Source: an optimization exercise on an open RTL-to-GDS flow (aim: a short achievable clock period and few clock cycles). Production flows keep margins and buffers that such runs may drop. RTL that was checked went through simulation tests only; none was proved equivalent to the original. Power is estimated from default activity; no workload was simulated.

==> flow/design.v (excerpt) <==
module lc3b_pipeline
#(
    parameter logic [15:0] RESET_PC = 16'h0000
)
(
    input  logic        clk,
    input  logic        rst,
    output logic        imem_read,
    output logic [15:0] imem_address,
    input  logic        imem_resp,
    input  logic [15:0] imem_rdata,
    output logic        dmem_read,
    output logic        dmem_write,
    output logic [15:0] dmem_address,
    output logic [15:0] dmem_wdata,
    output logic [1:0]  dmem_byte_enable,
    input  logic        dmem_resp,
    input  logic [15:0] dmem_rdata
);
export LEC_CHECK = 0
export ABC_CLOCK_PERIOD_IN_PS = 2000
export CAP_MARGIN = 20
export CORE_MARGIN = 2
export CORE_UTILIZATION = 55
export PLACE_DENSITY = 0.65
export SETUP_SLACK_MARGIN = 2.5
export SLEW_MARGIN = 20
export TNS_END_PERCENT = 100
create_clock -name core_clock -period 4.5 [get_ports {clk}]
standard.sh (not shown) runs the stock make flow with config.mk's settings and CLKGATE_MAP_FILE= SYNTH_SCRIPT=/design/flow/synth_recipe.tcl, a recipe that flattens the netlist after the stock synthesis.
==> flow/flow/run.sh <==
#!/bin/bash
# Standard layout; ports buffered with buf_4 instead of the smallest buffer,
# and the resizer free to change a cell's footprint.
set -euo pipefail
bash standard.sh "BUFFER_PORTS_ARGS=-buffer_cell sky130_fd_sc_hd__buf_4" MATCH_CELL_FOOTPRINT=0 finish > make_finish.log 2>&1
The first run produced a clean layout.
Testbench counts at the start, summed over its fixed seeds: cycles 72,892.
Rerun with:
==> flow/flow/run.sh (replaced) <==
#!/bin/bash
# Standard layout; ports buffered with buf_4 instead of the smallest buffer,
# the resizer free to change a cell's footprint, and adders left to ABC as
# plain logic instead of full/half-adder cells.
set -euo pipefail
bash standard.sh "BUFFER_PORTS_ARGS=-buffer_cell sky130_fd_sc_hd__buf_4" MATCH_CELL_FOOTPRINT=0 ADDER_MAP_FILE= finish > make_finish.log 2>&1
Settings changed: CORE_UTILIZATION 55 to 40, PLACE_DENSITY 0.65 to default, TNS_END_PERCENT 100 to default.
Clock-buffer cell count rose by 1.
Routed wire length falls by 7.0%.
Cell area goes down by 3.3%.
Setup slack is worse by 0.015 ns.
Flip-flop and latch count is unchanged.
Die area rises by 36%.
Worst hold slack gets worse by 0.015 ns.
Non-clock buffer count goes down by 57.
Maximum frequency shrinks by 0.59%.
Cell count rose by 3.5%.
Rerun with:
Settings changed: SETUP_SLACK_MARGIN 2.5 to 3.0.
Result: Register-to-register slack got worse by 0.16 ns; routed wire length rises by about 14%; die area stays the same; synthesized area does not change; power rises by 1.9%; fmax falls by 5.9%; setup slack got worse by 0.16 ns; cell area rises by about 12%; sequential power hardly moves; global-route usage rises by 2.7 points.
Rerun with:
Settings changed: ABC_CLOCK_PERIOD_IN_PS 2000 to 300, SETUP_SLACK_MARGIN 3.0 to 2.5.
The changed run went through all stages and came out clean; design area is lower by roughly a tenth; global-route usage went down by 2.7 points; synthesized cell count is unchanged; combinational power drops by about a fifth; non-clock buffer count came out lower by 144.
Rerun with:
==> flow/flow/run.sh (replaced) <==
#!/bin/bash
# Standard layout; ports buffered with buf_4 instead of the smallest buffer,
# and the resizer free to change a cell's footprint.
set -euo pipefail
bash standard.sh "BUFFER_PORTS_ARGS=-buffer_cell sky130_fd_sc_hd__buf_4" MATCH_CELL_FOOTPRINT=0 finish > make_finish.log 2>&1
Settings changed: ABC_CLOCK_PERIOD_IN_PS 300 to 2000.
What happened: Synthesized cell count decreases slightly; setup slack improves by 0.0032 ns; maximum frequency stays flat; total power increases slightly; sequential power decreases slightly; via count increases by a few percent; flip-flop and latch count stays the same; final area increases by a few percent; final cell count increases by a few percent; sequential share of layout area decreases by 2.5 points; synthesized area increases slightly.

== run 1 ==
Another version of the RTL of lc3b_pipeline (not shown whole).
For scale: ~2,000 cells after synthesis, ~430 flip-flops, about 23,000 sq um of cells after synthesis.
Settings: LEC_CHECK=0, ABC_CLOCK_PERIOD_IN_PS=2000, CAP_MARGIN=20, CORE_MARGIN=2, CORE_UTILIZATION=40, SETUP_SLACK_MARGIN=2.5, SLEW_MARGIN=20; clock period 4.5 ns.
==> flow/flow/run.sh <==
#!/bin/bash
# Standard layout; ports buffered with buf_4 instead of the smallest buffer,
# the resizer free to change a cell's footprint, and adders left to ABC as
# plain logic instead of full/half-adder cells.
set -euo pipefail
bash standard.sh "BUFFER_PORTS_ARGS=-buffer_cell sky130_fd_sc_hd__buf_4" MATCH_CELL_FOOTPRINT=0 ADDER_MAP_FILE= finish > make_finish.log 2>&1
Run 1: done, clean on timing, DRC and antenna
## Diff of input files: run 2 against run 1
==> flow/flow/run.sh <==
#!/bin/bash
# Standard layout; ports buffered with buf_4 instead of the smallest buffer,
# and the resizer free to change a cell's footprint.
set -euo pipefail
bash standard.sh "BUFFER_PORTS_ARGS=-buffer_cell sky130_fd_sc_hd__buf_4" MATCH_CELL_FOOTPRINT=0 finish > make_finish.log 2>&1
- Run 2 | stages: all done | timing, DRC, antenna: all pass
- Per the comparison of run 2 with run 1, area share of and/or/nand/nor cells after synthesis decreased by 2.0 points relative to the old numbers; worst IR drop on VDD decreased by 41 uV relative to the old numbers; multi-input combinational cell area increased by about 1.3% relative to the old numbers; post-route cell area increased by 570 sq um relative to the old numbers.
- Register-to-register slack: lower on run 1
- Of the two values seen for startpoint of the worst setup timing path, b_c8$_DFFE_PN_ was produced by run 1 and m_addr_sh[0]$_DFFE_PP_ by run 2.
Edits applied to the flow inputs when going from run 2 to run 3:
==> flow/flow/run.sh <==
#!/bin/bash
# Standard layout; ports buffered with buf_4 instead of the smallest buffer,
# the resizer free to change a cell's footprint, and adders left to ABC as
# plain logic instead of full/half-adder cells.
set -euo pipefail
bash standard.sh "BUFFER_PORTS_ARGS=-buffer_cell sky130_fd_sc_hd__buf_4" MATCH_CELL_FOOTPRINT=0 ADDER_MAP_FILE= finish > make_finish.log 2>&1
--- a/flow/config.mk
+++ b/flow/config.mk
@@ -7,3 +7,3 @@
 export LEC_CHECK = 0
-export ABC_CLOCK_PERIOD_IN_PS = 2000
+export ABC_CLOCK_PERIOD_IN_PS = 300
 export CAP_MARGIN = 20
### Flow results
Floorplan check, run 3 vs run 2: die outline smaller in run 3. Run 3: final critical path time including I/O delays and setup 0.29 ns above run 2. Going from run 2 to run 3, number of clock-tree buffers in the layout fell by about 1.6%, chip width fell by 1.6 um. Comparing synthesized cell count for run 3 and run 2, the bigger number came from run 3.
Function was not checked in any run of this note: the RTL went through the layout flow alone.

what the ideal ports hide:
No port has a modelled driver above. Below, the same layouts with a new extraction and two added sets of constraints.
Step 1 sets driving cells, clkbuf_16 on the clock port and buf_2 on the other inputs (assumed; they add their load-dependent delay and slew).
Step 2 also shifts input and output timing later by t, the mid clock arrival at the registers, as if the neighbouring blocks saw the same clock.
Slacks: ideal / step 1 / step 2; pairs: ideal / step 1.
| run | t (ns) | setup slack, ns | latest minus earliest clock arrival (ns) |
|---|---|---|---|
| the first run of note 1 | 0.623 | 1.993 / 1.993 / 1.645 | 0.024 / 0.023 |
| the second run of note 1 | 0.661 | 1.978 / 1.978 / 1.399 | 0.027 / 0.027 |
| the third run of note 1 | 0.647 | 1.820 / 1.820 / 1.344 | 0.025 / 0.025 |
| the fourth run of note 1 | 0.661 | 1.978 / 1.978 / 1.399 | 0.027 / 0.027 |
| the fifth run of note 1 | 0.633 | 1.981 / 1.981 / 1.583 | 0.016 / 0.017 |
| run 1 | 0.651 | 1.563 / 1.563 / 1.258 | 0.033 / 0.033 |
| run 2 | 0.659 | 1.855 / 1.855 / 1.489 | 0.036 / 0.035 |
| run 3 | 0.651 | 1.563 / 1.563 / 1.258 | 0.033 / 0.033 |
After both steps every run listed still meets setup and hold.
